From an optimization exercise on the open Yosys and OpenROAD flow, aimed at small area; shortcuts taken in it are not production practice. In this exercise RTL edits were held to simulation tests only and were not proved equivalent to the original. No activity file was given, so power comes from the tool's default toggle rates.

File: flow/flow/run.sh
#!/bin/bash
# Layout flow: the standard layout (standard.sh, unchanged synthesis) with these changes:
# the port buffers use the smallest buffer cell; clock tree synthesis uses clkbuf_8 leaf
# clusters of at most 18 sinks within 45 um and no dummy loads; and after global routing
# the resizer downsizes cells off the critical paths (RECOVER_POWER).
# make's full output goes to flow_make.log.
set -euo pipefail
bash standard.sh \
    "BUFFER_PORTS_ARGS=-buffer_cell sky130_fd_sc_hd__buf_1" \
    "CTS_ARGS=-sink_clustering_enable -repair_clock_nets -dont_use_dummy_load -buf_list {sky130_fd_sc_hd__clkbuf_8} -sink_clustering_size 18 -sink_clustering_max_diameter 45" \
    "RECOVER_POWER=100" \
    finish > flow_make.log 2>&1
File: flow/standard.sh
#!/bin/bash
# synth_recipe.tcl (not shown) runs the flow's synth.tcl, then flattens the netlist and writes it again
# the make line also repeats each setting of config.mk as NAME=value (left out here)
make -C /OpenROAD-flow-scripts/flow DESIGN_CONFIG=/design/flow/config.mk WORK_HOME=/design/flow/orfs CLKGATE_MAP_FILE= SYNTH_SCRIPT=/design/flow/synth_recipe.tcl "${@:-finish}"
File: flow/config.mk
export PLATFORM = sky130hd
export DESIGN_NAME = register_file
export DESIGN_NICKNAME = register_file
export VERILOG_FILES = /design/flow/design.v
export SDC_FILE = /design/flow/constraint.sdc
export NUM_CORES = 4
export LEC_CHECK = 0
export CAP_MARGIN = 5
export CORE_MARGIN = 2
export CORE_UTILIZATION = 40
export SLEW_MARGIN = 5
export SYNTH_HIERARCHICAL = 1
File: flow/constraint.sdc
create_clock -name core_clock -period 6.0 [get_ports {CLK}]
set_input_delay 1.2000 -clock core_clock [delete_from_list [all_inputs] [get_ports {CLK}]]
set_output_delay 1.2000 -clock core_clock [all_outputs]
set_load 0.01 [all_outputs]
File: flow/design.v
package regfile_pkg;
    localparam int DEF_DATA_W = 32;
    localparam int DEF_ADDR_W = 5;
    localparam int DEPTH      = 2 ** DEF_ADDR_W;
    typedef logic [DEF_DATA_W-1:0] word_t;
    localparam bit ZERO_REG_EN = 1'b0;
endpackage
module regfile_read_port #(
    parameter int DATA_W = regfile_pkg::DEF_DATA_W,
    parameter int NREG   = regfile_pkg::DEPTH
) (
    input  logic [NREG*DATA_W-1:0] regs,
    input  logic [NREG-1:0]        sel,
    output logic [DATA_W-1:0]      data
);
    genvar gb, gg;
    generate
        for (gb = 0; gb < DATA_W; gb++) begin : g_bit
            logic [10:0] grp_n;
            logic [2:0]  part;
            for (gg = 0; gg < 10; gg++) begin : g_grp
                rf_aoi222 u_aoi (
                    .a1(sel[3*gg]),     .a2(regs[(3*gg)*DATA_W + gb]),
                    .b1(sel[3*gg + 1]), .b2(regs[(3*gg + 1)*DATA_W + gb]),
                    .c1(sel[3*gg + 2]), .c2(regs[(3*gg + 2)*DATA_W + gb]),
                    .y (grp_n[gg])
                );
            end
            rf_aoi22 u_aoi_last (
                .a1(sel[30]), .a2(regs[30*DATA_W + gb]),
                .b1(sel[31]), .b2(regs[31*DATA_W + gb]),
                .y (grp_n[10])
            );
            rf_nand4 u_nand_0 (.a(grp_n[0]), .b(grp_n[1]), .c(grp_n[2]),  .d(grp_n[3]), .y(part[0]));
            rf_nand4 u_nand_1 (.a(grp_n[4]), .b(grp_n[5]), .c(grp_n[6]),  .d(grp_n[7]), .y(part[1]));
            rf_nand3 u_nand_2 (.a(grp_n[8]), .b(grp_n[9]), .c(grp_n[10]), .y(part[2]));
            rf_or3   u_or     (.a(part[0]),  .b(part[1]),  .c(part[2]),   .y(data[gb]));
        end
    endgenerate
endmodule
module rf_aoi222 (
    input  logic a1, a2, b1, b2, c1, c2,
    output logic y
);
    assign y = !((a1 && a2) || (b1 && b2) || (c1 && c2));
endmodule
module rf_aoi22 (
    input  logic a1, a2, b1, b2,
    output logic y
);
    assign y = !((a1 && a2) || (b1 && b2));
endmodule
module rf_nand4 (
    input  logic a, b, c, d,
    output logic y
);
    assign y = !(a && b && c && d);
endmodule
module rf_nand3 (
    input  logic a, b, c,
    output logic y
);
    assign y = !(a && b && c);
endmodule
module rf_or3 (
    input  logic a, b, c,
    output logic y
);
    assign y = a || b || c;
endmodule
module register_file #(
    parameter int DATA_W = regfile_pkg::DEF_DATA_W,
    parameter int ADDR_W = regfile_pkg::DEF_ADDR_W
) (
    input  logic              CLK,
    input  logic              RST_N,
    input  logic              LD,
    input  logic [ADDR_W-1:0] SA,
    input  logic [ADDR_W-1:0] SB,
    input  logic [ADDR_W-1:0] DR,
    input  logic [DATA_W-1:0] D_IN,
    output logic [DATA_W-1:0] DATA_A,
    output logic [DATA_W-1:0] DATA_B
);
    localparam int NREG = 2 ** ADDR_W;
    logic [NREG*DATA_W-1:0] regs;
    logic [NREG-1:0]        we;
    logic [NREG-1:0]        hold;
    logic [NREG-1:0]        valid;
    logic [NREG-1:0]        sel_a;
    logic [NREG-1:0]        sel_b;
    always_comb begin
        for (int i = 0; i < NREG; i++) begin
            we[i]    = LD && (DR == ADDR_W'(i));
            hold[i]  = !we[i];
            sel_a[i] = valid[i] && (SA == ADDR_W'(i));
            sel_b[i] = valid[i] && (SB == ADDR_W'(i));
        end
    end
    always_ff @(posedge CLK or negedge RST_N) begin
        if (!RST_N) begin
            valid <= '0;
        end else begin
            valid <= valid | we;
        end
    end
    genvar gi, gb;
    generate
        for (gi = 0; gi < NREG; gi++) begin : g_reg
            for (gb = 0; gb < DATA_W; gb++) begin : g_bit
                rf_bit u_bit (
                    .CLK (CLK),
                    .we  (we[gi]),
                    .hold(hold[gi]),
                    .d   (D_IN[gb]),
                    .q   (regs[gi*DATA_W + gb])
                );
            end
        end
    endgenerate
    regfile_read_port #(
        .DATA_W(DATA_W),
        .NREG  (NREG)
    ) u_port_a (
        .regs(regs),
        .sel (sel_a),
        .data(DATA_A)
    );
    regfile_read_port #(
        .DATA_W(DATA_W),
        .NREG  (NREG)
    ) u_port_b (
        .regs(regs),
        .sel (sel_b),
        .data(DATA_B)
    );
endmodule
module rf_bit (
    input  logic CLK,
    input  logic we,
    input  logic hold,
    input  logic d,
    output logic q
);
    always_ff @(posedge CLK) begin
        q <= (d && we) || (q && hold);
    end
endmodule
==> metrics.csv, run 1 <==
metric,value,unit
DIE AREA,0.1035,mm²
count of filler cells inserted in the layout,9216,
per-cell routed wire length,39.36,µm
count of cells resized by post-cts repair,0,
total number of clock tree sinks,1056,
floorplan core area,0.1001,mm²
Crit Reg-Reg Startpoint,valid[13]$_DFF_PN0_,
startpoint type of the worst setup path,primary input,
remaining global-route overflow,0,
critical path's top delay family,simple AND/OR/NAND/NOR gates,
Synth Instances,3269,
violation count after the first detailed-routing iteration,9692,
power density over the cells,354.0,mW/mm²
min cycle time layout,5.867,ns
Syn-to-layout area delta,11.59,%
"Reg clk slew, reported paths",0.06,ns
maximum capacitance violations,36,
source-to-sink clock delay at the later pin of the worst-skew pair,0.81,ns
Post-synth EDFFs,0,
GRT Overall Usage,0.3545,
fraction of layout instances using a drive strength above 1,0.1056,
worst hold slack,0.4671,ns
number of post-CTS setup repair buffers,0,
share of total power in the clock network,0.264,
count of warnings emitted by yosys,8,
"Cell Chain, Critical Path",buf_1 > nor2_1 > and3_1 > buf_4 > a222oi_1 > nand4_1 > or3_1 > buf_1,
wire length of the first global-routing pass,272100,µm
crit path capture type,output port,
effective utilization at floorplan,0.4032,
slew at the pin with the worst max-slew slack,3.871,ns
Setup Total Neg Slack,0,ns
Hold/Removal Path Class,reg -> reg,
register-to-register path setup slack,5.28,ns
residual antenna-violating net count after detailed routing,0,
kind of critical path,in -> out,
Max-slew headroom,-1.590,
Hold Path Origin,valid[16]$_DFF_PN0_,
cell count of the worst hold path,1,
number of buffers between clock root and the deepest sink,3,
number of placed instances with taps included,4759,
flip-flop and latch count after synthesis,1056,
depth of the CTS H-tree,3,
CTS tree,built,
timing-limited maximum frequency,0.1704,GHz
summed instance area of the synthesized netlist,0.04038,mm²
I/O pins,114,
port bufs,113,
Horiz. Die Dim,321.7,µm
wire length after detailed routing,192400,µm
"top library cells by usage in the layout, fill and taps aside","1024 x a22o_1, 1024 x dfxtp_1, 640 x a222oi_1, 129 x nand4_1, 119 x clkbuf_8",
number of library cell types mapped by synthesis,32,
Setup Skew,0,ns
router iterations before antenna repair,15,
cell repeated most along the worst path,buf_1,
library cell used as clock root buffer,clkbuf_8,
number of global-route vias before repair,37720,
CTS hold repair buffers,0,
Worst IR Drop VDD,0.1753,mV
fraction of registers with async set/reset,0.03030,
Chip Height,321.7,µm
via count,39940,
Crit path largest cell delay,1.63,ns
sequential fraction of the synthesis area,0.5275,
number of pins with negative max-slew slack in the final report,1103,
Internal Pwr Total,11.33,mW
Sw Pwr,4.626,mW
Mean Syn Cell Area,12.35,µm²
data required time of the critical path,4.80,ns
"Period Utilization, post-route",0.9779,
number of buffers created by CTS,119,
Critical Path AT,4.67,ns
post-detailed-route DRC marker count,0,
final estimated routing congestion in global placement,0.9402,
leakage power of the design,17.83,nW
result of the run,"complete, but fails checks",
violated checks,"max-capacitance violations, max-slew violations",
number of antenna violations at the first check in global routing,13,
Post-Synthesis Net Count,3319,
part of the power in registers,0.601,
largest fanout on the critical path,22,
nets@finish,3632,
# rows,116,
Worst path slowest cell,and3_1,
pin count of the biggest net entering global routing,33,
Bufs and invs on worst path,3,
via/cell ratio,8.169,
Synth Flop Type,dfxtp_1,
HPWL after detailed placement,108800,µm
RSZ-0062 raised after global routing,no,
fraction of power spent switching nets,0.2900,
WHS Endpoint,valid[16]$_DFF_PN0_,
final setup violation count,0,
number of cells in the finished layout apart from fillers,4889,
final number of hold-violating endpoints,0,
R2R depth,1,
part of the power in combinational logic,0.134,
r2r endpoint,valid[13]$_DFF_PN0_,
## per-module statistics from Yosys, one instance, submodules excluded, excerpt
module	cells inside	cell area, µm²
rf_aoi222	1	10.01
rf_bit	2	28.78
rf_nand3	1	5.005
rf_nand4	1	6.256
register_file	261	2186
rf_or3	1	6.256
rf_aoi22	1	12.51
## per-layer routing
layer  global-route usage  vias up  routed length (µm)
met3               0.1116      823               29880
met2               0.5006     3955               77810
li1                     -    15760                   -
met5             0.002364        -                  40
met4               0.2081        6               13040
met1               0.4719    19400               71670
## area by class of cell
type | count | area (µm²) | area share
repair buffers | 213 | 1265 | 0.02807
flip-flops and latches | 1056 | 21300 | 0.4727
multi-input cells | 2192 | 19210 | 0.4263
well taps | 1298 | 1624 | 0.03604
diodes | 11 | 27.53 | 0.0006108
clock buffers | 119 | 1638 | 0.03634
## synthesized netlist by cell type (4+ instances only)
library cell,n,share of area
a21o_1,32,0.0059
nor2_1,31,0.0029
and3b_1,6,0.0013
nand3_1,64,0.0079
dfrtp_1,32,0.020
nor2b_1,6,0.00093
buf_2,8,0.00099
nand4_1,129,0.020
a22oi_2,64,0.020
a22o_1,1024,0.22
clkbuf_1,10,0.00093
nor2_2,4,0.00062
or3_1,64,0.0099
a222oi_1,640,0.16
nor3b_1,6,0.0011
and3_1,66,0.010
dfxtp_1,1024,0.51
nand2_1,33,0.0031
## power groups by stage
stage / Combinational (mW) / Sequential [mW] / Clock [mW]
finish: 2.14 / 9.59 / 4.22
CTS: 2.09 / 9.52 / 4.23
floorplan: 1.45 / 9.34 / 0
detailed placement: 2.09 / 9.64 / 0
global route: 2.26 / 9.74 / 4.49
global placement: 2.02 / 9.65 / 0
## sequential cells by signal (all words and copies together) (netlist names)
register,flops
valid,32
g.g_bit.u_bit.q,1024
## cell families after synthesis
logic type / synth area share
AND/OR/NAND/NOR: 0.06345
flip-flops: 0.5275
AO/OA/AOI/OAI: 0.4065
buffers and inverters: 0.002572
## worst max-delay path by stage
stage | end | start | slack (ns) | cells after the start
final | DATA_B[27] | SB[1] | 0.13 | 8
after global routing | DATA_A[21] | SA[1] | 0.33 | 7
after CTS | DATA_B[31] | SB[0] | 0.94 | 7
after detailed placement | DATA_B[19] | SB[0] | 0.95 | 7
after global placement | DATA_A[19] | SA[0] | 0.93 | 7
after floorplan | DATA_A[0] | SA[1] | 1.76 | 5
## stage by stage
step                      utilization  instance area [µm²]  worst slack, ns  power [mW]
after floorplan                     -                40380            1.761       10.79
after global placement         0.4352                43580           0.9313       11.67
after detailed placement       0.4352                43580           0.9457       11.73
after CTS                      0.4516                45220           0.9435       15.84
after global routing           0.4497                45040           0.3274       16.50
final                          0.4500                45060           0.1327       15.95
==> inputs of run 2 (changes only) <==
==> flow/flow/run.sh (replaced) <==
#!/bin/bash
# Layout flow: the standard layout (standard.sh, unchanged synthesis) with these changes:
# the port buffers use the smallest buffer cell; clock tree synthesis uses clkbuf_8 leaf
# clusters of at most 16 sinks within 50 um and no dummy loads; and after global routing
# the resizer downsizes cells off the critical paths (RECOVER_POWER).
# make's full output goes to flow_make.log.
set -euo pipefail
bash standard.sh \
    "BUFFER_PORTS_ARGS=-buffer_cell sky130_fd_sc_hd__buf_1" \
    "CTS_ARGS=-sink_clustering_enable -repair_clock_nets -dont_use_dummy_load -buf_list {sky130_fd_sc_hd__clkbuf_8} -sink_clustering_size 16 -sink_clustering_max_diameter 50" \
    "RECOVER_POWER=100" \
    finish > flow_make.log 2>&1
--- a/flow/config.mk
+++ b/flow/config.mk
@@ -5,8 +5,8 @@
 export SDC_FILE = /design/flow/constraint.sdc
 export NUM_CORES = 4
 export LEC_CHECK = 0
-export CAP_MARGIN = 5
+export CAP_MARGIN = 20
 export CORE_MARGIN = 2
 export CORE_UTILIZATION = 40
-export SLEW_MARGIN = 5
+export SLEW_MARGIN = 20
 export SYNTH_HIERARCHICAL = 1
==> run 2 against run 1 <==
Cell area up 0.16%; critical path depth stayed put; area after synthesis stayed put; final cell count shrank 0.10%; global-route usage rose by 0.10 points; worst hold slack lost 0.0021 ns; power fell by 1.1%; still fails the layout checks on max-capacitance violations, max-slew violations; register-to-register slack about the same; die area stayed put.
==> metrics.csv, run 2 <==
metric,value,unit,change
count of warnings emitted by yosys,8,,unchanged
fraction of registers with async set/reset,0.03030,,unchanged
result of the run,"complete, but fails checks",,
wire length after detailed routing,192900,µm,+0.25%
worst slack at placement,0.9119,ns,-0.03374 ns
power density over the cells,349.5,mW/mm²,-1.3%
final setup violation count,0,,unchanged
startpoint type of the worst setup path,primary input,,
Worst path slowest cell,and3_1,,
residual antenna-violating net count after detailed routing,0,,unchanged
biggest area consumer among synthesized cells,dfxtp_1,,
number of pins with negative max-slew slack in the final report,1074,,-2.6%
source-to-sink clock delay at the later pin of the worst-skew pair,0.80,ns,about the same
flip-flop count of the largest register after layout,1024,,unchanged
Final Instance Area,0.04513,mm²,+0.16%
number of library cell types mapped by synthesis,32,,unchanged
violation count after the first detailed-routing iteration,9625,,-0.69%
Syn-to-layout area delta,11.77,%,
area share of the largest cell type after synthesis,0.5076,,unchanged
Crit path largest cell delay,1.53,ns,-0.10 ns
Mean Syn Cell Area,12.35,µm²,unchanged
Post-Synthesis Net Count,3319,,unchanged
Bufs and invs on worst path,3,,unchanged
flip-flop and latch count after synthesis,1056,,unchanged
setup ws final,0.2866,ns,+0.1538 ns
number of post-CTS setup repair buffers,0,,unchanged
violated checks,"max-capacitance violations, max-slew violations",,
wire length of the first global-routing pass,272800,µm,+0.25%
Crit Reg-Reg Startpoint,valid[13]$_DFF_PN0_,,
Hold/Removal Path Class,reg -> reg,,
leading post-synthesis cells by cell area,"dfxtp_1 51%, a22o_1 22%, a222oi_1 16%",,
Worst IR Drop VDD,0.1892,mV,+8.0%
number of buffers between clock root and the deepest sink,3,,unchanged
slew at the pin with the worst max-slew slack,3.565,ns,-0.3054 ns
I/O pins,114,,unchanged
GRT Overall Usage,0.3555,,+0.001042
placed cell area,0.04368,mm²,+0.22%
HPWL after detailed placement,109500,µm,+0.67%
number of cells in the finished layout apart from fillers,4884,,-0.10%
data required time of the critical path,4.80,ns,about the same
remaining global-route overflow,0,,unchanged
RSZ-0062 raised after global routing,no,,
number of global-route vias before repair,37520,,-0.54%
effective utilization at floorplan,0.4032,,unchanged
"top library cells by usage in the layout, fill and taps aside","1024 x a22o_1, 1024 x dfxtp_1, 640 x a222oi_1, 129 x nand4_1, 109 x clkbuf_8",,
final number of hold-violating endpoints,0,,unchanged
Setup Skew,0,ns,unchanged
crit path capture type,output port,,
cell repeated most along the worst path,buf_1,,
CP startpoint,SA[0],,
"Cell Chain, Critical Path",buf_1 > nor2_1 > and3_1 > buf_4 > a222oi_1 > nand4_1 > or3_1 > buf_1,,
number of buffers created by CTS,109,,-8.4%
router iterations before antenna repair,15,,unchanged
total number of clock tree sinks,1056,,unchanged
CTS hold repair buffers,0,,unchanged
min cycle time layout,5.713,ns,-0.1538 ns
Hold Path Origin,valid[30]$_DFF_PN0_,,
library cell used as clock root buffer,clkbuf_8,,
CTS tree,built,,
"Period Utilization, post-route",0.9522,,-0.02564
maximum capacitance violations,36,,unchanged
registers with the highest flip-flop counts,"g.g_bit.u_bit.q x1024, valid x32",,
Setup Total Neg Slack,0,ns,unchanged
summed instance area of the synthesized netlist,0.04038,mm²,unchanged
count of filler cells inserted in the layout,9281,,+0.71%
number of placed instances with taps included,4763,,+0.084%
sequential fraction of the synthesis area,0.5275,,unchanged
timing-limited maximum frequency,0.1750,GHz,+2.7%
commonest cells in the synthesized netlist,"1024 x a22o_1, 1024 x dfxtp_1, 640 x a222oi_1",,
Synth Instances,3269,,unchanged
"Reg clk slew, reported paths",0.06,ns,about the same
via/cell ratio,8.156,,-0.16%
nets@finish,3631,,-0.028%
Synth Flop Type,dfxtp_1,,
pin count of the biggest net entering global routing,33,,unchanged
number of antenna violations at the first check in global routing,12,,-1
count of cells resized by post-cts repair,0,,unchanged
per-cell routed wire length,39.50,µm,+0.35%
Chip Height,321.7,µm,unchanged
post-detailed-route DRC marker count,0,,unchanged
fraction of layout instances using a drive strength above 1,0.1048,,-0.0008087
kind of critical path,in -> out,,
Post-synth EDFFs,0,,unchanged
Max-slew headroom,-1.386,,+0.2043
# rows,116,,unchanged
Critical Path AT,4.51,ns,-0.16 ns
register bank with the most flops,g.g_bit.u_bit.q,,
largest fanout on the critical path,22,,unchanged
leakage power of the design,17.84,nW,about the same
critical path's top delay family,simple AND/OR/NAND/NOR gates,,
floorplan core area,0.1001,mm²,unchanged
final estimated routing congestion in global placement,0.9402,,unchanged
via count,39840,,-0.26%
port bufs,113,,unchanged
DIE AREA,0.1035,mm²,unchanged
depth of the CTS H-tree,3,,unchanged
Horiz. Die Dim,321.7,µm,unchanged
run 2: cell counts after synthesis:
Identical to the previous run, type by type.
run 2: worst paths after layout:
check | end | cells after the start | slack, ns
max in group asynchronous | valid[28]$_DFF_PN0_ | 1 | 3.98
min reg2reg | valid[30]$_DFF_PN0_ | 1 | 0.47
min in group asynchronous | valid[0]$_DFF_PN0_ | 1 | 0.95
min | valid[30]$_DFF_PN0_ | 1 | 0.47
max | DATA_A[27] | 8 | 0.29
max reg2reg | valid[13]$_DFF_PN0_ | 1 | 5.28
run 2: modules after synthesis, one instance, submodules excluded, a selection:
module / cells inside / copies in the design
rf_nand4: 1 / 128
rf_aoi222: 1 / 640
rf_or3: 1 / 64
rf_bit: 2 / 1024
rf_aoi22: 1 / 64
register_file: 261 / 1
rf_nand3: 1 / 64
run 2: final cells by class:
cell class,count,area (µm²),area share
flip-flops and latches,1056,21300,0.4719
multi-input cells,2192,19240,0.4264
well taps,1298,1624,0.03598
clock buffers,109,1500,0.03324
repair buffers,222,1448,0.03207
diodes,7,17.52,0.0003881
run 2: cells by family (layout without fill, tap and decap cells):
logic type      count (synthesis)  count (layout)  share of synthesized area
compound gates               1760            1760                     0.4065
buf+inv                        21             331                   0.002572
other cells                     0               7                          0
simple gates                  432             432                    0.06345
flops                        1056            1056                     0.5275
run 2: per-stage QoR:
stage / total power, mW / hold WS, ns / utilization
after CTS: 15.66 / 0.4659 / 0.4511
final: 15.77 / 0.4651 / 0.4507
after global routing: 16.32 / 0.4786 / 0.4505
after detailed placement: 11.73 / 0.4505 / 0.4362
after global placement: 11.67 / 0.4472 / 0.4352
after floorplan: 10.79 / 0.4332 / -
run 2: per-layer routing:
| layer | vias up | GRT usage | part of all wire |
|---|---|---|---|
| met4 | 8 | 0.2075 | 0.068 |
| met1 | 19380 | 0.4760 | 0.37 |
| met5 | - | 0 | 0.00029 |
| met2 | 3888 | 0.5000 | 0.40 |
| li1 | 15760 | - | - |
| met3 | 799 | 0.1115 | 0.16 |
run 2: where the power goes:
| group | switching (mW) | internal [mW] |
|---|---|---|
| Combinational | 0.980 | 1.16 |
| Clock | 2.43 | 1.60 |
| Sequential | 1.17 | 8.42 |
==> inputs of run 3 (changes only) <==
==> flow/run.sh (new file) <==
#!/bin/bash
# synth_recipe.tcl (not shown) runs the flow's synth.tcl, then flattens the netlist and writes it again
# the make line also repeats each setting of config.mk as NAME=value (left out here)
make -C /OpenROAD-flow-scripts/flow DESIGN_CONFIG=/design/flow/config.mk WORK_HOME=/design/flow/orfs CLKGATE_MAP_FILE= SYNTH_SCRIPT=/design/flow/synth_recipe.tcl finish
--- a/flow/config.mk
+++ b/flow/config.mk
@@ -7,6 +7,6 @@
 export LEC_CHECK = 0
 export CAP_MARGIN = 20
 export CORE_MARGIN = 2
-export CORE_UTILIZATION = 40
+export CORE_UTILIZATION = 50
 export SLEW_MARGIN = 20
 export SYNTH_HIERARCHICAL = 1
removed: flow/flow/run.sh
removed: flow/standard.sh
==> run 3 against run 2 <==
Fails layout checks on negative setup slack; clock-buffer cell count grew 49; area after synthesis stayed put; global-route usage up 11 points; synthesized cell count unchanged; worst setup slack lost 0.31 ns; register-to-register slack improved by 0.03 ns; critical endpoint is now DATA_A[14].
==> metrics.csv, run 3 <==
metric,value,unit,change
result of the run,"complete, but fails checks",,
violated checks,negative setup slack,,
placed cell area,0.04504,mm²,+3.1%
Worst IR Drop VDD,0.3029,mV,+60%
area share of the largest cell type after synthesis,0.5076,,unchanged
summed instance area of the synthesized netlist,0.04038,mm²,unchanged
post-detailed-route DRC marker count,0,,unchanged
effective utilization at floorplan,0.5030,,+0.09974
Setup Skew,0,ns,unchanged
number of buffers created by CTS,111,,+1.8%
DIE AREA,0.08305,mm²,-20%
area used by sequential logic in the layout,0.02130,mm²,unchanged
source-to-sink clock delay at the later pin of the worst-skew pair,0.68,ns,-0.12 ns
overall power after layout,19.17,mW,+22%
Post-synth EDFFs,0,,unchanged
final number of hold-violating endpoints,0,,unchanged
flip-flop count of the largest register after layout,1024,,unchanged
flip-flop and latch count after synthesis,1056,,unchanged
commonest cells in the synthesized netlist,"1024 x a22o_1, 1024 x dfxtp_1, 640 x a222oi_1",,
leading post-synthesis cells by cell area,"dfxtp_1 51%, a22o_1 22%, a222oi_1 16%",,
total number of clock tree sinks,1056,,unchanged
final estimated routing congestion in global placement,0.9439,,+0.39%
"top library cells by usage in the layout, fill and taps aside","1024 x a22o_1, 1024 x dfxtp_1, 640 x a222oi_1, 129 x nand4_1, 123 x buf_4",,
remaining global-route overflow,0,,unchanged
Max-slew headroom,0.1346,,+1.520
library cell used as clock root buffer,clkbuf_16,,
count of cells resized by post-cts repair,0,,unchanged
port bufs,113,,unchanged
fraction of registers with async set/reset,0.03030,,unchanged
final setup violation count,1,,+1
count of warnings emitted by yosys,8,,unchanged
count of filler cells inserted in the layout,6256,,-33%
residual antenna-violating net count after detailed routing,0,,unchanged
number of placed instances with taps included,4599,,-3.4%
Synth Flop Type,dfxtp_1,,
nets@finish,3710,,+2.2%
number of library cell types mapped by synthesis,32,,unchanged
Hold/Removal Path Class,reg -> reg,,
multi-input gate area in the final layout,0.01925,mm²,about the same
via/cell ratio,8.671,,+6.3%
"Reg clk slew, reported paths",0.06,ns,about the same
largest fanout on the critical path,32,,+45%
floorplan core area,0.08029,mm²,-20%
"Period Utilization, post-route",1.004,,+0.05219
depth of the CTS H-tree,3,,unchanged
Synth Instances,3269,,unchanged
# rows,104,,-10%
CTS tree,built,,
slew at the pin with the worst max-slew slack,1.295,ns,-2.270 ns
violation count after the first detailed-routing iteration,9561,,-0.66%
wire length of the first global-routing pass,282700,µm,+3.6%
Post-Synthesis Net Count,3319,,unchanged
Mean Syn Cell Area,12.35,µm²,unchanged
wire length after detailed routing,201500,µm,+4.5%
pin count of the biggest net entering global routing,33,,unchanged
startpoint type of the worst setup path,primary input,,
CTS hold repair buffers,0,,unchanged
power density over the cells,390.2,mW/mm²,+12%
Final Instance Area,0.04912,mm²,+8.8%
number of cells in the finished layout apart from fillers,4829,,-1.1%
Horiz. Die Dim,288.2,µm,-10%
sequential fraction of the synthesis area,0.5275,,unchanged
number of pins with negative max-slew slack in the final report,0,,-100%
register bank with the most flops,g.g_bit.u_bit.q,,
RSZ-0062 raised after global routing,no,,
number of global-route vias before repair,39990,,+6.6%
min cycle time layout,6.027,ns,+0.3131 ns
number of antenna violations at the first check in global routing,22,,+10
timing-limited maximum frequency,0.1659,GHz,-5.2%
Critical Path AT,4.83,ns,+0.32 ns
setup ws final,-0.02657,ns,-0.3131 ns
worst slack at placement,0.2571,ns,-0.6548 ns
Layout Utilization,0.6119,,+0.1612
biggest area consumer among synthesized cells,dfxtp_1,,
kind of critical path,in -> out,,
per-cell routed wire length,41.73,µm,+5.6%
number of buffers between clock root and the deepest sink,3,,unchanged
maximum capacitance violations,0,,-100%
HPWL after detailed placement,112700,µm,+2.9%
Syn-to-layout area delta,21.65,%,
number of post-CTS setup repair buffers,0,,unchanged
Chip Height,288.2,µm,-10%
router iterations before antenna repair,15,,unchanged
registers with the highest flip-flop counts,"g.g_bit.u_bit.q x1024, valid x32",,
fraction of layout instances using a drive strength above 1,0.1366,,+0.03180
GRT Overall Usage,0.4640,,+0.1085
leakage power of the design,19.79,nW,+11%
I/O pins,114,,unchanged
crit path capture type,output port,,
via count,41870,,+5.1%
data required time of the critical path,4.80,ns,about the same
[run 3: changes by cell type in the layout (fill, tap and decap cells not counted), sizes merged]
cell and change:
clkbuf +8, diode +6, clkinv +34, inv +3
bufinv +9, buf +5, clkinvlp +5, clkdlybuf4s50 +113
[run 3: path summary, 6_finish.rpt]
| check | start | endpoint | slack [ns] | depth (start not counted) |
|---|---|---|---|---|
| worst max-delay path | SA[0] | DATA_A[14] | -0.03 | 8 |
| worst min-delay path | valid[18]$_DFF_PN0_ | valid[18]$_DFF_PN0_ | 0.47 | 1 |
| worst max register to register | valid[12]$_DFF_PN0_ | valid[12]$_DFF_PN0_ | 5.31 | 1 |
| worst min register to register | valid[18]$_DFF_PN0_ | valid[18]$_DFF_PN0_ | 0.47 | 1 |
| max in group asynchronous | RST_N | valid[21]$_DFF_PN0_ | 4.69 | 2 |
| min in group asynchronous | RST_N | valid[6]$_DFF_PN0_ | 0.95 | 2 |
[run 3: power by group]
group	internal, mW	switching, mW	total, mW
sequential	8.43	1.17	9.60
combinational	1.32	1.02	2.34
clock	4.21	3.01	7.22
total	14.0	5.21	19.2
[run 3: area by class of cell]
class	count	share of cell area
sequential	1056	0.4336
tap	1060	0.02700
antenna	13	0.0006622
multi-input combinational	2192	0.3919
clock buffer	158	0.06711
timing repair buffer	299	0.06846
clock inverter	51	0.01131
[run 3: cell families (layout without fill, tap and decap cells)]
kind of cell           count (synthesis)  in the layout  share of synthesized area
AOI/OAI and AO/OA                   1760           1760                     0.4065
DFF                                 1056           1056                     0.5275
and+or+nand+nor                      432            432                    0.06345
buffers and inverters                 21            508                   0.002572
other                                  0             13                          0
[run 3: modules after synthesis, one instance, submodules excluded, excerpt]
| module | cells | cell area (µm²) | times used |
|---|---|---|---|
| rf_bit | 2 | 28.78 | 1024 |
| rf_or3 | 1 | 6.256 | 64 |
| rf_aoi22 | 1 | 12.51 | 64 |
| rf_nand4 | 1 | 6.256 | 128 |
| rf_aoi222 | 1 | 10.01 | 640 |
| register_file | 261 | 2186 | 1 |
| rf_nand3 | 1 | 5.005 | 64 |
[run 3: critical path, cell delays in order]
cell and delay, ns:
clkdlybuf4s50_1 0.64, nor2b_1 0.22, and3_1 0.27, buf_12 0.20, a222oi_1 0.50, nand4_1 0.67, or3_1 0.60, clkdlybuf4s50_1 0.51
[run 3: metrics by stage]
step                      setup TNS [ns]  hold slack [ns]
after global routing                   0           0.4829
final                           -0.02657           0.4657
after detailed placement               0           0.4489
after global placement                 0           0.4463
after CTS                              0           0.4657
after floorplan                        0           0.4332
[run 3: per-layer routing]
layer  vias to the layer above  GRT usage  part of all wire  wire length (µm)
met5                         -   0.003409           0.00060               121
met3                       989     0.1882              0.16             32970
met4                        16     0.3373             0.084             16990
li1                      16060          -                 -                 -
met1                     20480     0.5841              0.35             70920
met2                      4334     0.6380              0.40             80510
==> inputs of run 4 (changes only) <==
==> flow/flow/run.sh (new file) <==
#!/bin/bash
# Layout flow: the standard layout (standard.sh, unchanged synthesis) with two changes:
# the port buffers use the smallest buffer cell, and clock tree synthesis uses clkbuf_16 leaf
# buffers over clusters of at most 24 sinks within 80 um, with no dummy loads.
# make's full output goes to flow_make.log.
set -euo pipefail
bash standard.sh \
    "BUFFER_PORTS_ARGS=-buffer_cell sky130_fd_sc_hd__buf_1" \
    "CTS_ARGS=-sink_clustering_enable -repair_clock_nets -dont_use_dummy_load -buf_list {sky130_fd_sc_hd__clkbuf_16} -sink_clustering_size 24 -sink_clustering_max_diameter 80" \
    finish > flow_make.log 2>&1
==> flow/standard.sh (new file) <==
#!/bin/bash
# synth_recipe.tcl (not shown) runs the flow's synth.tcl, then flattens the netlist and writes it again
# the make line also repeats each setting of config.mk as NAME=value (left out here)
make -C /OpenROAD-flow-scripts/flow DESIGN_CONFIG=/design/flow/config.mk WORK_HOME=/design/flow/orfs CLKGATE_MAP_FILE= SYNTH_SCRIPT=/design/flow/synth_recipe.tcl "${@:-finish}"
removed: flow/run.sh
==> run 4 against run 3 <==
The run now finishes clean; critical path depth did not move; sequential power hardly changed; final cell count is 4.5% lower; first-iteration DRC count down 0.46%; clock skew unchanged; non-clock buffer count fell by 70; clock power is 47% lower; power is 18% lower; area after synthesis unchanged; flip-flop and latch count is the same; highest routed layer unchanged.
==> metrics.csv, run 4 <==
metric,value,unit,change
startpoint type of the worst setup path,primary input,,
sequential fraction of the synthesis area,0.5275,,unchanged
Hold/Removal Path Class,reg -> reg,,
register bank with the most flops,g.g_bit.u_bit.q,,
residual antenna-violating net count after detailed routing,0,,unchanged
Synth Flop Type,dfxtp_1,,
Syn-to-layout area delta,11.00,%,
Setup Skew,0,ns,unchanged
Critical Path AT,4.16,ns,-0.67 ns
library cell used as clock root buffer,clkbuf_16,,
wire length after detailed routing,197200,µm,-2.2%
number of placed instances with taps included,4532,,-1.5%
Synth Instances,3269,,unchanged
Max-slew headroom,0.09488,,-0.03972
critical path's top delay family,simple AND/OR/NAND/NOR gates,,
# rows,104,,unchanged
Final Instance Area,0.04483,mm²,-8.8%
timing-limited maximum frequency,0.1864,GHz,+12%
leakage power of the design,17.81,nW,-10%
part of the power in combinational logic,0.138,,+0.016
CTS hold repair buffers,0,,unchanged
share of total power in the clock network,0.247,,-0.130
Bufs and invs on worst path,3,,unchanged
effective utilization at floorplan,0.5030,,unchanged
per-cell routed wire length,42.76,µm,+2.5%
"top library cells by usage in the layout, fill and taps aside","1024 x a22o_1, 1024 x dfxtp_1, 640 x a222oi_1, 129 x nand4_1, 100 x buf_4",,
I/O pins,114,,unchanged
Worst IR Drop VDD,0.2351,mV,-22%
Mean Syn Cell Area,12.35,µm²,unchanged
summed instance area of the synthesized netlist,0.04038,mm²,unchanged
Sw Pwr,4.503,mW,-14%
nets@finish,3581,,-3.5%
crit path capture type,output port,,
Internal Pwr Total,11.12,mW,-20%
number of antenna violations at the first check in global routing,17,,-23%
slew at the pin with the worst max-slew slack,1.358,ns,+0.06265 ns
largest fanout on the critical path,17,,-47%
CTS tree,built,,
kind of critical path,in -> out,,
number of library cell types mapped by synthesis,32,,unchanged
"Cell Chain, Critical Path",buf_1 > nor3b_1 > and3_1 > buf_4 > a222oi_1 > nand4_1 > or3_1 > buf_1,,
registers with the highest flip-flop counts,"g.g_bit.u_bit.q x1024, valid x32",,
maximum capacitance violations,0,,unchanged
worst hold slack,0.4716,ns,+0.005841 ns
flip-flop count of the largest register after layout,1024,,unchanged
floorplan core area,0.08029,mm²,unchanged
port bufs,113,,unchanged
leading post-synthesis cells by cell area,"dfxtp_1 51%, a22o_1 22%, a222oi_1 16%",,
result of the run,"complete, no violations",,
flip-flop and latch count after synthesis,1056,,unchanged
fraction of registers with async set/reset,0.03030,,unchanged
final setup violation count,0,,-1
final estimated routing congestion in global placement,0.9451,,+0.13%
min cycle time layout,5.364,ns,-0.6625 ns
pin count of the biggest net entering global routing,33,,unchanged
via count,40520,,-3.2%
cell repeated most along the worst path,buf_1,,
DIE AREA,0.08305,mm²,unchanged
fraction of layout instances using a drive strength above 1,0.09493,,-0.04165
register-to-register path setup slack,5.28,ns,-0.03 ns
area share of the largest cell type after synthesis,0.5076,,unchanged
wire length of the first global-routing pass,275400,µm,-2.6%
HPWL after detailed placement,113200,µm,+0.43%
number of pins with negative max-slew slack in the final report,0,,unchanged
via/cell ratio,8.788,,+1.3%
count of warnings emitted by yosys,8,,unchanged
commonest cells in the synthesized netlist,"1024 x a22o_1, 1024 x dfxtp_1, 640 x a222oi_1",,
count of cells resized by post-cts repair,0,,unchanged
fraction of power spent switching nets,0.2882,,+0.01657
remaining global-route overflow,0,,unchanged
power density over the cells,348.6,mW/mm²,-11%
placed cell area,0.04335,mm²,-3.7%
"Reg clk slew, reported paths",0.09,ns,+0.03 ns
violation count after the first detailed-routing iteration,9517,,-0.46%
source-to-sink clock delay at the later pin of the worst-skew pair,0.67,ns,about the same
depth of the CTS H-tree,2,,-1
number of post-CTS setup repair buffers,0,,unchanged
total number of clock tree sinks,1056,,unchanged
RSZ-0062 raised after global routing,no,,
Post-Synthesis Net Count,3319,,unchanged
Worst path slowest cell,and3_1,,
GRT Overall Usage,0.4529,,-0.01112
final number of hold-violating endpoints,0,,unchanged
biggest area consumer among synthesized cells,dfxtp_1,,
Post-synth EDFFs,0,,unchanged
number of global-route vias before repair,38420,,-3.9%
Horiz. Die Dim,288.2,µm,unchanged
number of cells in the finished layout apart from fillers,4611,,-4.5%
post-detailed-route DRC marker count,0,,unchanged
number of buffers created by CTS,52,,-53%
router iterations before antenna repair,14,,-1
Chip Height,288.2,µm,unchanged
part of the power in registers,0.615,,+0.114
Setup Total Neg Slack,0,ns,+0.02657 ns
data required time of the critical path,4.80,ns,about the same
"Period Utilization, post-route",0.8940,,-0.1104
Crit path largest cell delay,0.92,ns,+0.25 ns
number of buffers between clock root and the deepest sink,3,,unchanged
==> run 4: path summary, 6_finish.rpt <==
kind / startpoint / to / depth (start not counted)
hold reg to reg: valid[12]$_DFF_PN0_ / valid[12]$_DFF_PN0_ / 1
min in group asynchronous: RST_N / valid[29]$_DFF_PN0_ / 1
max in group asynchronous: RST_N / valid[22]$_DFF_PN0_ / 1
hold / removal: valid[12]$_DFF_PN0_ / valid[12]$_DFF_PN0_ / 1
setup reg to reg: valid[22]$_DFF_PN0_ / valid[22]$_DFF_PN0_ / 1
setup / recovery: SB[3] / DATA_B[25] / 8
==> run 4: routing by layer <==
layer	track usage	part of all wire	up-vias
met3	0.1691	0.16	1067
met5	0.01080	0.00084	-
met4	0.3440	0.090	12
met2	0.6368	0.40	4087
met1	0.5613	0.35	19630
li1	-	-	15730
==> run 4: power by group through the flow <==
| stage | clock [mW] | combinational [mW] | sequential, mW |
|---|---|---|---|
| after CTS | 3.86 | 2.10 | 9.53 |
| after detailed placement | 0 | 2.09 | 9.66 |
| after floorplan | 0 | 1.45 | 9.34 |
| final | 3.86 | 2.15 | 9.62 |
| after global placement | 0 | 2.01 | 9.61 |
| after global routing | 4.08 | 2.27 | 9.74 |
==> run 4: stage by stage <==
stage	utilization	worst slack, ns	total power, mW
after floorplan	-	1.761	10.79
after global placement	0.5381	0.9025	11.62
after detailed placement	0.5400	0.8331	11.75
after CTS	0.5562	0.8162	15.49
after global routing	0.5579	0.6489	16.09
final	0.5583	0.6359	15.63
==> run 4: layout make-up <==
type / instances / area, µm²
multi-input cells: 2192 / 19280
clock buffers: 52 / 1301
diodes: 22 / 55.05
repair buffers: 229 / 1564
well taps: 1060 / 1326
flip-flops and latches: 1056 / 21300
fillers: 6656 / 35460
==> run 4: cells by family after synthesis <==
kind of cell,Yosys count,share of synthesized area
compound gates,1760,0.4065
simple gates,432,0.06345
flops,1056,0.5275
buf+inv,21,0.002572
==> run 4: modules after synthesis, one instance, submodules excluded, excerpt <==
module | times used | flops+latches | cell area, µm²
register_file | 1 | 32 | 2186
rf_bit | 1024 | 1 | 28.78
rf_aoi22 | 64 | 0 | 12.51
rf_aoi222 | 640 | 0 | 10.01
rf_nand4 | 128 | 0 | 6.256
rf_or3 | 64 | 0 | 6.256
rf_nand3 | 64 | 0 | 5.005
==> inputs of run 5 (changes only) <==
--- a/flow/design.v
+++ b/flow/design.v
@@ -16,7 +16,7 @@
     genvar gb, gg;
     generate
         for (gb = 0; gb < DATA_W; gb++) begin : g_bit
-            logic [10:0] grp_n;
+            logic [9:0]  grp_n;
             logic [2:0]  part;
             for (gg = 0; gg < 10; gg++) begin : g_grp
                 rf_aoi222 u_aoi (
@@ -26,14 +26,14 @@
                     .y (grp_n[gg])
                 );
             end
-            rf_aoi22 u_aoi_last (
+            rf_nand4 u_nand_0 (.a(grp_n[0]), .b(grp_n[1]), .c(grp_n[2]), .d(grp_n[3]), .y(part[0]));
+            rf_nand4 u_nand_1 (.a(grp_n[4]), .b(grp_n[5]), .c(grp_n[6]), .d(grp_n[7]), .y(part[1]));
+            rf_tail u_tail (
                 .a1(sel[30]), .a2(regs[30*DATA_W + gb]),
                 .b1(sel[31]), .b2(regs[31*DATA_W + gb]),
-                .y (grp_n[10])
+                .g0(grp_n[8]), .g1(grp_n[9]),
+                .y (part[2])
             );
-            rf_nand4 u_nand_0 (.a(grp_n[0]), .b(grp_n[1]), .c(grp_n[2]),  .d(grp_n[3]), .y(part[0]));
-            rf_nand4 u_nand_1 (.a(grp_n[4]), .b(grp_n[5]), .c(grp_n[6]),  .d(grp_n[7]), .y(part[1]));
-            rf_nand3 u_nand_2 (.a(grp_n[8]), .b(grp_n[9]), .c(grp_n[10]), .y(part[2]));
             rf_or3   u_or     (.a(part[0]),  .b(part[1]),  .c(part[2]),   .y(data[gb]));
         end
     endgenerate
@@ -44,23 +44,17 @@
 );
     assign y = !((a1 && a2) || (b1 && b2) || (c1 && c2));
 endmodule
-module rf_aoi22 (
-    input  logic a1, a2, b1, b2,
+module rf_tail (
+    input  logic a1, a2, b1, b2, g0, g1,
     output logic y
 );
-    assign y = !((a1 && a2) || (b1 && b2));
+    assign y = !(g0 && g1 && !((a1 && a2) || (b1 && b2)));
 endmodule
 module rf_nand4 (
     input  logic a, b, c, d,
     output logic y
 );
     assign y = !(a && b && c && d);
-endmodule
-module rf_nand3 (
-    input  logic a, b, c,
-    output logic y
-);
-    assign y = !(a && b && c);
 endmodule
 module rf_or3 (
     input  logic a, b, c,
==> run 5 against run 4 <==
Still clean; core utilization is 0.81 points higher; combinational power hardly changed; flip-flop and latch count stayed put; routed wire length is 4.3% higher; non-clock buffer count is 32 higher; die area is 0.78% lower; clock-buffer cell count is 1 lower; largest cell class unchanged; highest routed layer unchanged.
==> metrics.csv, run 5 <==
metric,value,unit,change
via/cell ratio,8.982,,+2.2%
final estimated routing congestion in global placement,0.9458,,about the same
Most Crowded Layer GR,met2,,
count of cells resized by post-cts repair,0,,unchanged
library cell used as clock root buffer,clkbuf_16,,
router iterations before antenna repair,14,,unchanged
"top library cells by usage in the layout, fill and taps aside","1024 x a22o_1, 1024 x dfxtp_1, 640 x a222oi_1, 129 x nand4_1, 127 x buf_4",,
"Period Utilization, post-route",0.9276,,+0.03357
CP startpoint,SA[1],,
worst hold slack,0.4745,ns,+0.002901 ns
per-cell routed wire length,44.41,µm,+3.9%
Setup Total Neg Slack,0,ns,unchanged
met2 track demand over resource,0.6731,,+0.03623
CTS tree,built,,
RSZ-0062 raised after global routing,no,,
r2r endpoint,valid[20]$_DFF_PN0_,,
Setup Skew,0,ns,unchanged
min cycle time layout,5.566,ns,+0.2014 ns
number of post-CTS setup repair buffers,0,,unchanged
nets@finish,3612,,+0.87%
final number of hold-violating endpoints,0,,unchanged
Post-Synthesis Net Count,3319,,unchanged
Final Instance Area,0.04482,mm²,about the same
number of antenna violations at the first check in global routing,18,,+1
Synth Instances,3269,,unchanged
fraction of the mapped netlist area in simple logic gates,0.06396,,+0.0005073
CP Capture Point,DATA_A[18],,
slew at the pin with the worst max-slew slack,1.404,ns,+0.04626 ns
CTS hold repair buffers,0,,unchanged
overall power after layout,15.56,mW,-0.44%
Hold/Removal Path Class,reg -> reg,,
area share of the largest cell type after synthesis,0.5117,,+0.004059
area used by sequential logic in the layout,0.02130,mm²,unchanged
Critical Path AT,4.37,ns,+0.21 ns
result of the run,"complete, no violations",,
final setup violation count,0,,unchanged
Post-synth EDFFs,0,,unchanged
DIE AREA,0.08240,mm²,-0.78%
XOR/XNOR Fraction of Synth Area,0,,unchanged
I/O pins,114,,unchanged
Mean Syn Cell Area,12.26,µm²,-0.79%
port bufs,113,,unchanged
Horiz. Die Dim,287.1,µm,-0.39%
Post-Synth Adder-Cell Area,0,,unchanged
placed cell area,0.04340,mm²,about the same
Global Route met3 Usage,0.1837,,+0.01461
register-to-register path setup slack,5.31,ns,+0.03 ns
kind of critical path,in -> out,,
startpoint type of the worst setup path,primary input,,
fraction of registers with async set/reset,0.03030,,unchanged
maximum capacitance violations,0,,unchanged
sequential fraction of the synthesis area,0.5317,,+0.004217
number of buffers between clock root and the deepest sink,3,,unchanged
R2R depth,1,,unchanged
leakage power of the design,18.00,nW,+1.1%
multi-input gate area in the final layout,0.01900,mm²,-1.4%
wire length of the first global-routing pass,287500,µm,+4.4%
count of filler cells inserted in the layout,6724,,+1.0%
depth of the CTS H-tree,2,,unchanged
commonest cells in the synthesized netlist,"1024 x a22o_1, 1024 x dfxtp_1, 640 x a222oi_1",,
number of buffers created by CTS,51,,-1.9%
Chip Height,287.1,µm,-0.39%
wire length after detailed routing,205500,µm,+4.3%
flip-flop count of the largest register after layout,1024,,unchanged
met1 Resource Use GR,0.5886,,+0.02730
pin count of the biggest net entering global routing,33,,unchanged
post-detailed-route DRC marker count,0,,unchanged
remaining global-route overflow,0,,unchanged
# rows,103,,-0.96%
violation count after the first detailed-routing iteration,10110,,+6.2%
multiplexer share of the synthesized area,0,,unchanged
via count,41570,,+2.6%
largest family of logic cells by synthesized area,compound AO/OA/AOI/OAI gates,,
registers with the highest flip-flop counts,"g.g_bit.u_bit.q x1024, valid x32",,
number of global-route vias before repair,39680,,+3.3%
timing-limited maximum frequency,0.1797,GHz,-3.6%
Syn-to-layout area delta,11.88,%,
biggest area consumer among synthesized cells,dfxtp_1,,
Crit Reg-Reg Startpoint,valid[20]$_DFF_PN0_,,
crit path capture type,output port,,
summed instance area of the synthesized netlist,0.04006,mm²,-0.79%
number of pins with negative max-slew slack in the final report,0,,unchanged
"Reg clk slew, reported paths",0.08,ns,about the same
data required time of the critical path,4.80,ns,about the same
GRT Overall Usage,0.4768,,+0.02396
leading post-synthesis cells by cell area,"dfxtp_1 51%, a22o_1 22%, a222oi_1 16%",,
number of library cell types mapped by synthesis,32,,unchanged
flip-flop and latch count after synthesis,1056,,unchanged
power density over the cells,347.1,mW/mm²,-0.43%
fraction of layout instances using a drive strength above 1,0.08876,,-0.006164
largest fanout on the critical path,14,,-3
Synth Flop Type,dfxtp_1,,
HPWL after detailed placement,114600,µm,+1.2%
effective utilization at floorplan,0.5063,,+0.003317
source-to-sink clock delay at the later pin of the worst-skew pair,0.64,ns,-0.03 ns
count of warnings emitted by yosys,8,,unchanged
Max-slew headroom,0.06404,,-0.03084
Worst IR Drop VDD,0.2802,mV,+19%
share of the synthesized area in compound gates (AO/OA/AOI/OAI),0.4018,,-0.004745
register bank with the most flops,g.g_bit.u_bit.q,,
total number of clock tree sinks,1056,,unchanged
residual antenna-violating net count after detailed routing,0,,unchanged
floorplan core area,0.07913,mm²,-1.4%
[run 5: changes by cell type after synthesis]
cell | before | now
a22oi_1 | 0 | 64
a22oi_2 | 64 | 0
[run 5: Yosys stat by module, one instance, submodules excluded, excerpt]
module | cells inside | flip-flops and latches | times used
rf_nand4 | 1 | 0 | 128
register_file | 261 | 32 | 1
rf_or3 | 1 | 0 | 64
rf_bit | 2 | 1 | 1024
rf_tail | 2 | 0 | 64
rf_aoi222 | 1 | 0 | 640
[run 5: cells by family after synthesis]
logic type	count (synthesis)
AOI/OAI and AO/OA	1760
buffers and inverters	21
DFF	1056
and+or+nand+nor	432
[run 5: final cells by class]
type | instances | share of cell area
clock buffer | 51 | 0.02847
tap | 1050 | 0.02931
timing repair buffer | 261 | 0.04204
antenna | 18 | 0.001005
multi-input combinational | 2192 | 0.4239
sequential | 1056 | 0.4752
[run 5: stage by stage]
step / worst slack, ns / util / cells
detailed placement: 0.8186 / 0.5484 / 4556
CTS: 0.8042 / 0.5646 / 4607
global placement: 0.8867 / 0.5464 / 4550
finish: 0.4345 / 0.5664 / 4628
global route: 0.5321 / 0.5660 / 4616
floorplan: 2.060 / - / 3269
[run 5: routing by layer]
layer	wire length, µm	part of all wire
met1	69800	0.34
met2	83100	0.40
met3	33800	0.16
met4	18480	0.090
met5	369	0.0018
[run 5: worst min-delay path by stage]
stage | startpoint | end | slack [ns] | cells past startpoint
after global routing | valid[7]$_DFF_PN0_ | valid[7]$_DFF_PN0_ | 0.50 | 1
after global placement | valid[13]$_DFF_PN0_ | valid[13]$_DFF_PN0_ | 0.44 | 1
after detailed placement | valid[18]$_DFF_PN0_ | valid[18]$_DFF_PN0_ | 0.45 | 1
after floorplan | valid[0]$_DFF_PN0_ | valid[0]$_DFF_PN0_ | 0.43 | 1
after CTS | valid[18]$_DFF_PN0_ | valid[18]$_DFF_PN0_ | 0.47 | 1
final | valid[18]$_DFF_PN0_ | valid[18]$_DFF_PN0_ | 0.47 | 1
[run 5: power breakdown]
group | internal (mW) | total (mW) | switching (mW)
logic | 1.16 | 2.18 | 1.02
clock network | 1.52 | 3.82 | 2.30
registers | 8.42 | 9.56 | 1.14
total | 11.1 | 15.6 | 4.46
[run 5: critical path, cell delays in order]
cell and delay (ns):
buf_1 0.11, nor2b_1 0.28, and3_1 0.50, buf_4 0.35, a222oi_1 0.40, nand4_1 0.74, or3_1 0.63, buf_1 0.14
==> inputs of run 6 (changes only) <==
==> flow/flow/run.sh (replaced) <==
#!/bin/bash
# Layout flow: the standard layout (standard.sh, unchanged synthesis) with two changes:
# the port buffers use the smallest buffer cell, and clock tree synthesis uses clkbuf_16 leaf
# buffers over clusters of at most 28 sinks within 85 um, with no dummy loads.
# make's full output goes to flow_make.log.
set -euo pipefail
bash standard.sh \
    "BUFFER_PORTS_ARGS=-buffer_cell sky130_fd_sc_hd__buf_1" \
    "CTS_ARGS=-sink_clustering_enable -repair_clock_nets -dont_use_dummy_load -buf_list {sky130_fd_sc_hd__clkbuf_16} -sink_clustering_size 28 -sink_clustering_max_diameter 85" \
    finish > flow_make.log 2>&1
--- a/flow/config.mk
+++ b/flow/config.mk
@@ -5,8 +5,8 @@
 export SDC_FILE = /design/flow/constraint.sdc
 export NUM_CORES = 4
 export LEC_CHECK = 0
-export CAP_MARGIN = 20
+export CAP_MARGIN = 10
 export CORE_MARGIN = 2
 export CORE_UTILIZATION = 50
-export SLEW_MARGIN = 20
+export SLEW_MARGIN = 10
 export SYNTH_HIERARCHICAL = 1
==> run 6 against run 5 <==
Worst hold slack got worse by 0.0027 ns; first-iteration DRC count rose by 4.5%; via count barely moved; core utilization fell by 0.38 points; final cell count fell by 0.32%; critical path depth fell by 1; routed wire length barely moved; largest cell class unchanged; highest routed layer unchanged.
==> metrics.csv, run 6 <==
metric,value,unit,change
Syn-to-layout area delta,11.13,%,
Bufs and invs on worst path,2,,-1
fraction of layout instances using a drive strength above 1,0.08645,,-0.002310
summed instance area of the synthesized netlist,0.04006,mm²,unchanged
CTS hold repair buffers,0,,unchanged
Max-slew headroom,0.05087,,-0.01317
cell count of the worst hold path,1,,unchanged
number of buffers between clock root and the deepest sink,3,,unchanged
fraction of registers with async set/reset,0.03030,,unchanged
setup ws final,0.4299,ns,-0.004573 ns
remaining global-route overflow,0,,unchanged
registers with the highest flip-flop counts,"g.g_bit.u_bit.q x1024, valid x32",,
Chip Height,287.1,µm,unchanged
sequential fraction of the synthesis area,0.5317,,unchanged
critical path's top delay family,simple AND/OR/NAND/NOR gates,,
number of pins with negative max-slew slack in the final report,0,,unchanged
post-detailed-route DRC marker count,0,,unchanged
router iterations before antenna repair,13,,-1
number of placed instances with taps included,4550,,-0.13%
min cycle time layout,5.570,ns,+0.004573 ns
part of the power in combinational logic,0.141,,about the same
power density over the cells,346.8,mW/mm²,about the same
Setup Total Neg Slack,0,ns,unchanged
depth of the CTS H-tree,2,,unchanged
Synth Instances,3269,,unchanged
slew at the pin with the worst max-slew slack,1.424,ns,+0.01975 ns
area share of the largest cell type after synthesis,0.5117,,unchanged
worst slack at placement,0.8206,ns,+0.002028 ns
leakage power of the design,17.86,nW,-0.74%
cell repeated most along the worst path,buf_1,,
residual antenna-violating net count after detailed routing,0,,unchanged
kind of critical path,in -> out,,
final setup violation count,0,,unchanged
count of filler cells inserted in the layout,6702,,-0.33%
Internal Pwr Total,10.98,mW,-1.0%
share of total power in the clock network,0.240,,-0.006
area used by sequential logic in the layout,0.02130,mm²,unchanged
"Reg clk slew, reported paths",0.10,ns,+0.02 ns
crit path capture type,output port,,
Horiz. Die Dim,287.1,µm,unchanged
commonest cells in the synthesized netlist,"1024 x a22o_1, 1024 x dfxtp_1, 640 x a222oi_1",,
"Period Utilization, post-route",0.9284,,about the same
library cell used as clock root buffer,clkbuf_16,,
nets@finish,3603,,-0.25%
violation count after the first detailed-routing iteration,10560,,+4.5%
R2R depth,1,,unchanged
total number of clock tree sinks,1056,,unchanged
effective utilization at floorplan,0.5063,,unchanged
largest fanout on the critical path,32,,+18
via count,41540,,-0.065%
maximum capacitance violations,0,,unchanged
Critical Path AT,4.37,ns,about the same
timing-limited maximum frequency,0.1795,GHz,about the same
Setup Skew,0,ns,unchanged
pin count of the biggest net entering global routing,33,,unchanged
Crit path largest cell delay,1.29,ns,+0.55 ns
Post-Synthesis Net Count,3319,,unchanged
final number of hold-violating endpoints,0,,unchanged
flip-flop and latch count after synthesis,1056,,unchanged
fraction of power spent switching nets,0.2889,,+0.002049
count of warnings emitted by yosys,8,,unchanged
overall power after layout,15.44,mW,-0.75%
number of library cell types mapped by synthesis,32,,unchanged
number of cells in the finished layout apart from fillers,4613,,-0.32%
leading post-synthesis cells by cell area,"dfxtp_1 51%, a22o_1 22%, a222oi_1 16%",,
final estimated routing congestion in global placement,0.9458,,unchanged
worst hold slack,0.4718,ns,-0.002721 ns
number of post-CTS setup repair buffers,0,,unchanged
register bank with the most flops,g.g_bit.u_bit.q,,
source-to-sink clock delay at the later pin of the worst-skew pair,0.64,ns,about the same
DIE AREA,0.08240,mm²,unchanged
count of cells resized by post-cts repair,0,,unchanged
Mean Syn Cell Area,12.26,µm²,unchanged
port bufs,113,,unchanged
startpoint type of the worst setup path,primary input,,
I/O pins,114,,unchanged
Worst path slowest cell,and3_2,,
wire length of the first global-routing pass,287600,µm,about the same
wire length after detailed routing,205700,µm,about the same
Worst IR Drop VDD,0.2579,mV,-7.9%
GRT Overall Usage,0.4777,,+0.0008805
"top library cells by usage in the layout, fill and taps aside","1024 x a22o_1, 1024 x dfxtp_1, 640 x a222oi_1, 129 x nand4_1, 127 x buf_4",,
Post-synth EDFFs,0,,unchanged
result of the run,"complete, no violations",,
via/cell ratio,9.005,,+0.26%
Sw Pwr,4.461,mW,about the same
per-cell routed wire length,44.60,µm,+0.42%
biggest area consumer among synthesized cells,dfxtp_1,,
flip-flop count of the largest register after layout,1024,,unchanged
HPWL after detailed placement,113700,µm,-0.71%
Hold/Removal Path Class,reg -> reg,,
number of buffers created by CTS,47,,-7.8%
number of antenna violations at the first check in global routing,20,,+2
"Cell Chain, Critical Path",buf_1 > nor2b_1 > and3_2 > a222oi_1 > nand4_1 > or3_1 > buf_1,,
"logic depth of the worst path, buffers included",7,,-1
multi-input gate area in the final layout,0.01898,mm²,-0.13%
floorplan core area,0.07913,mm²,unchanged
CTS tree,built,,
number of global-route vias before repair,39740,,+0.14%
data required time of the critical path,4.80,ns,about the same
Synth Flop Type,dfxtp_1,,
RSZ-0062 raised after global routing,no,,
part of the power in registers,0.619,,+0.005
# rows,103,,unchanged
## run 6: final cells by class
cell class	count	share of cell area
multi-input combinational	2192	0.4262
antenna	12	0.0006745
tap	1050	0.02951
timing repair buffer	256	0.03873
sequential	1056	0.4784
clock buffer	47	0.02642
## run 6: kinds of logic (layout without fill, tap and decap cells)
| logic type | Yosys count | count (layout) | synth area share |
|---|---|---|---|
| AOI/OAI and AO/OA | 1760 | 1760 | 0.4018 |
| and+or+nand+nor | 432 | 432 | 0.06396 |
| buffers and inverters | 21 | 303 | 0.002592 |
| DFF | 1056 | 1056 | 0.5317 |
| other | 0 | 12 | 0 |
## run 6: power by group through the flow
stage	sequential (mW)	combinational, mW	clock (mW)
2_1_floorplan	9.32	1.44	0
3_3_place_gp	9.53	2.01	0
3_5_place_dp	9.61	2.10	0
4_1_cts	9.48	2.10	3.68
5_1_grt	9.69	2.28	3.91
6_report	9.56	2.17	3.71
## run 6: through the flow
step,util,area [µm²]
2_1_floorplan,-,40060
3_3_place_gp,0.5464,43230
3_5_place_dp,0.5464,43230
4_1_cts,0.5612,44410
5_1_grt,0.5625,44510
6_report,0.5626,44520
## run 6: per-module statistics from Yosys, one instance, submodules excluded, excerpt
module,cells,copies in the design,cell area [µm²],flops+latches
rf_tail,2,64,12.51,0
register_file,261,1,2186,32
rf_aoi222,1,640,10.01,0
rf_nand4,1,128,6.256,0
rf_bit,2,1024,28.78,1
rf_or3,1,64,6.256,0
## run 6: worst paths after layout
path | from | to | slack (ns)
hold reg to reg | valid[12]$_DFF_PN0_ | valid[12]$_DFF_PN0_ | 0.47
setup / recovery | SA[1] | DATA_A[28] | 0.43
hold / removal | valid[12]$_DFF_PN0_ | valid[12]$_DFF_PN0_ | 0.47
setup reg to reg | valid[8]$_DFF_PN0_ | valid[8]$_DFF_PN0_ | 5.29
min in group asynchronous | RST_N | valid[0]$_DFF_PN0_ | 0.66
max in group asynchronous | RST_N | valid[29]$_DFF_PN0_ | 4.77
## run 6: routing by layer
| metal | part of all wire | vias to the layer above | GRT usage |
|---|---|---|---|
| met5 | 0.0017 | - | 0.01860 |
| met4 | 0.091 | 19 | 0.3626 |
| met3 | 0.16 | 1164 | 0.1726 |
| met2 | 0.40 | 4359 | 0.6700 |
| met1 | 0.34 | 20280 | 0.5957 |
| li1 | - | 15720 | - |
==> inputs of run 7 (changes only) <==
--- a/flow/config.mk
+++ b/flow/config.mk
@@ -5,8 +5,8 @@
 export SDC_FILE = /design/flow/constraint.sdc
 export NUM_CORES = 4
 export LEC_CHECK = 0
-export CAP_MARGIN = 10
+export CAP_MARGIN = 5
 export CORE_MARGIN = 2
 export CORE_UTILIZATION = 50
-export SLEW_MARGIN = 10
+export SLEW_MARGIN = 5
 export SYNTH_HIERARCHICAL = 1
==> run 7 against run 6 <==
The layout now fails its checks (max-capacitance violations, max-slew violations); power hardly changed; synthesized cell count stayed put; worst setup slack better by 0.021 ns; die area stayed put; area after synthesis stayed put; cell area is 0.13% lower; sequential power hardly changed; maximum frequency is 0.37% higher; first-iteration DRC count is 0.31% lower.
==> metrics.csv, run 7 <==
metric,value,unit,change
per-cell routed wire length,44.54,µm,-0.13%
Syn-to-layout area delta,10.98,%,
port bufs,113,,unchanged
biggest area consumer among synthesized cells,dfxtp_1,,
residual antenna-violating net count after detailed routing,0,,unchanged
leakage power of the design,17.84,nW,-0.15%
worst hold slack,0.4727,ns,+0.0009610 ns
Worst IR Drop VDD,0.2611,mV,+1.2%
library cell used as clock root buffer,clkbuf_16,,
number of library cell types mapped by synthesis,32,,unchanged
Crit path largest cell delay,1.27,ns,-0.02 ns
Layout Utilization,0.5619,,-0.0007270
startpoint type of the worst setup path,primary input,,
number of post-CTS setup repair buffers,0,,unchanged
min cycle time layout,5.549,ns,-0.02082 ns
via count,41570,,+0.079%
source-to-sink clock delay at the later pin of the worst-skew pair,0.64,ns,about the same
timing-limited maximum frequency,0.1802,GHz,+0.37%
leading post-synthesis cells by cell area,"dfxtp_1 51%, a22o_1 22%, a222oi_1 16%",,
"Period Utilization, post-route",0.9249,,-0.003470
depth of the CTS H-tree,2,,unchanged
GRT Overall Usage,0.4777,,unchanged
CTS tree,built,,
"Reg clk slew, reported paths",0.10,ns,about the same
register bank with the most flops,g.g_bit.u_bit.q,,
flip-flop count of the largest register after layout,1024,,unchanged
nets@finish,3600,,-0.083%
Synth Flop Type,dfxtp_1,,
flip-flop and latch count after synthesis,1056,,unchanged
Worst path slowest cell,and3_2,,
Post-Synthesis Net Count,3319,,unchanged
remaining global-route overflow,0,,unchanged
violation count after the first detailed-routing iteration,10530,,-0.31%
area share of the largest cell type after synthesis,0.5117,,unchanged
number of pins with negative max-slew slack in the final report,33,,+33
Post-synth EDFFs,0,,unchanged
count of cells resized by post-cts repair,0,,unchanged
sequential fraction of the synthesis area,0.5317,,unchanged
commonest cells in the synthesized netlist,"1024 x a22o_1, 1024 x dfxtp_1, 640 x a222oi_1",,
Max-slew headroom,-0.01379,,-0.06466
largest fanout on the critical path,32,,unchanged
total number of clock tree sinks,1056,,unchanged
wire length of the first global-routing pass,287600,µm,unchanged
data required time of the critical path,4.80,ns,about the same
via/cell ratio,9.016,,+0.12%
result of the run,"complete, but fails checks",,
wire length after detailed routing,205400,µm,-0.17%
effective utilization at floorplan,0.5063,,unchanged
Bufs and invs on worst path,2,,unchanged
number of buffers created by CTS,47,,unchanged
violated checks,"max-capacitance violations, max-slew violations",,
"top library cells by usage in the layout, fill and taps aside","1024 x a22o_1, 1024 x dfxtp_1, 640 x a222oi_1, 129 x nand4_1, 127 x buf_4",,
Setup Total Neg Slack,0,ns,unchanged
final number of hold-violating endpoints,0,,unchanged
slew at the pin with the worst max-slew slack,1.521,ns,+0.09699 ns
Hold/Removal Path Class,reg -> reg,,
number of antenna violations at the first check in global routing,21,,+5.0%
count of filler cells inserted in the layout,6703,,+0.015%
DIE AREA,0.08240,mm²,unchanged
Synth Instances,3269,,unchanged
post-detailed-route DRC marker count,0,,unchanged
critical path's top delay family,simple AND/OR/NAND/NOR gates,,
crit path capture type,output port,,
Setup Skew,0,ns,unchanged
Mean Syn Cell Area,12.26,µm²,unchanged
Critical Path AT,4.35,ns,-0.02 ns
number of global-route vias before repair,39740,,unchanged
Horiz. Die Dim,287.1,µm,unchanged
router iterations before antenna repair,14,,+1
pin count of the biggest net entering global routing,33,,unchanged
number of buffers between clock root and the deepest sink,3,,unchanged
count of warnings emitted by yosys,8,,unchanged
RSZ-0062 raised after global routing,no,,
I/O pins,114,,unchanged
fraction of layout instances using a drive strength above 1,0.08568,,-0.0007724
Chip Height,287.1,µm,unchanged
fraction of registers with async set/reset,0.03030,,unchanged
# rows,103,,unchanged
floorplan core area,0.07913,mm²,unchanged
kind of critical path,in -> out,,
maximum capacitance violations,1,,+1
summed instance area of the synthesized netlist,0.04006,mm²,unchanged
final setup violation count,0,,unchanged
HPWL after detailed placement,113700,µm,unchanged
final estimated routing congestion in global placement,0.9458,,unchanged
cell repeated most along the worst path,buf_1,,
registers with the highest flip-flop counts,"g.g_bit.u_bit.q x1024, valid x32",,
"Cell Chain, Critical Path",buf_1 > nor2b_1 > and3_2 > a222oi_1 > nand4_1 > or3_1 > buf_1,,
power density over the cells,347.4,mW/mm²,+0.15%
CTS hold repair buffers,0,,unchanged
==> run 7: modules after synthesis (local to each module, per instance), a selection <==
module | copies in the design | cells | flops+latches
rf_nand4 | 128 | 1 | 0
rf_or3 | 64 | 1 | 0
register_file | 1 | 261 | 32
rf_tail | 64 | 2 | 0
rf_bit | 1024 | 2 | 1
rf_aoi222 | 640 | 1 | 0
==> run 7: kinds of logic (layout without fill, tap and decap cells) <==
family,after synthesis,after routing,share of synthesized area
simple gates,432,432,0.06396
compound gates,1760,1760,0.4018
other cells,0,13,0
flops,1056,1056,0.5317
buf+inv,21,300,0.002592
==> run 7: metal layers <==
metal,track usage,vias to the layer above,part of all wire
met5,0.01860,-,0.0017
met1,0.5957,20270,0.34
met4,0.3626,17,0.091
met2,0.6700,4411,0.40
li1,-,15710,-
met3,0.1726,1159,0.16
==> run 7: power breakdown <==
group | leakage [nW] | internal [mW] | switching (mW)
clock | 0.579 | 1.41 | 2.30
sequential | 8.89 | 8.41 | 1.15
combinational | 8.37 | 1.16 | 1.02
==> run 7: worst paths after layout <==
check	start	endpoint	slack, ns	cells after the start
hold / removal	valid[12]$_DFF_PN0_	valid[12]$_DFF_PN0_	0.47	1
setup / recovery	SA[1]	DATA_A[28]	0.45	7
setup reg to reg	valid[8]$_DFF_PN0_	valid[8]$_DFF_PN0_	5.29	1
hold reg to reg	valid[12]$_DFF_PN0_	valid[12]$_DFF_PN0_	0.47	1
min in group asynchronous	RST_N	valid[2]$_DFF_PN0_	0.65	1
max in group asynchronous	RST_N	valid[29]$_DFF_PN0_	4.79	1
==> run 7: stage by stage <==
| stage | instances | cell area (µm²) | total power, mW | setup WS, ns |
|---|---|---|---|---|
| after global placement | 4550 | 43230 | 11.54 | 0.8867 |
| after detailed placement | 4550 | 43230 | 11.71 | 0.8206 |
| after floorplan | 3269 | 40060 | 10.76 | 2.060 |
| final | 4611 | 44460 | 15.44 | 0.4507 |
| after CTS | 4597 | 44410 | 15.26 | 0.8011 |
| after global routing | 4605 | 44450 | 15.89 | 0.5820 |
==> run 7: area by class of cell <==
type / count / area (µm²) / share of cell area
Multi-Input combinational cell: 2192 / 18980 / 0.4268
Sequential cell: 1056 / 21300 / 0.4791
Timing Repair Buffer: 253 / 1664 / 0.03743
Antenna cell: 13 / 32.53 / 0.0007317
Tap cell: 1050 / 1314 / 0.02955
Clock buffer: 47 / 1176 / 0.02645

## re-timing with driven ports
The results above use ideal ports. As a check the final layouts listed here were re-extracted and re-timed, cells and wires unchanged. Step 1 assumes that a clkbuf_16 drives the clock port and a buf_2 every other input. Step 2 also shifts input and output timing later by t, the mid clock arrival at the registers, as if the neighbouring blocks saw the same clock. a / b / c = ideal ports / drivers / drivers and shift; a / b = the first two.
| run | shift t [ns] | slack for setup (ns) |
|---|---|---|
| run 1 | 0.831 | 0.133 / 0.109 / 0.109 |
| run 2 | 0.811 | 0.287 / 0.263 / 0.146 |
| run 3 | 0.758 | -0.027 / -0.064 / -0.064 |
| run 4 | 0.724 | 0.636 / 0.529 / 0.529 |
| run 5 | 0.718 | 0.434 / 0.340 / 0.340 |
| run 6 | 0.725 | 0.430 / 0.335 / 0.335 |
| run 7 | 0.728 | 0.451 / 0.349 / 0.349 |
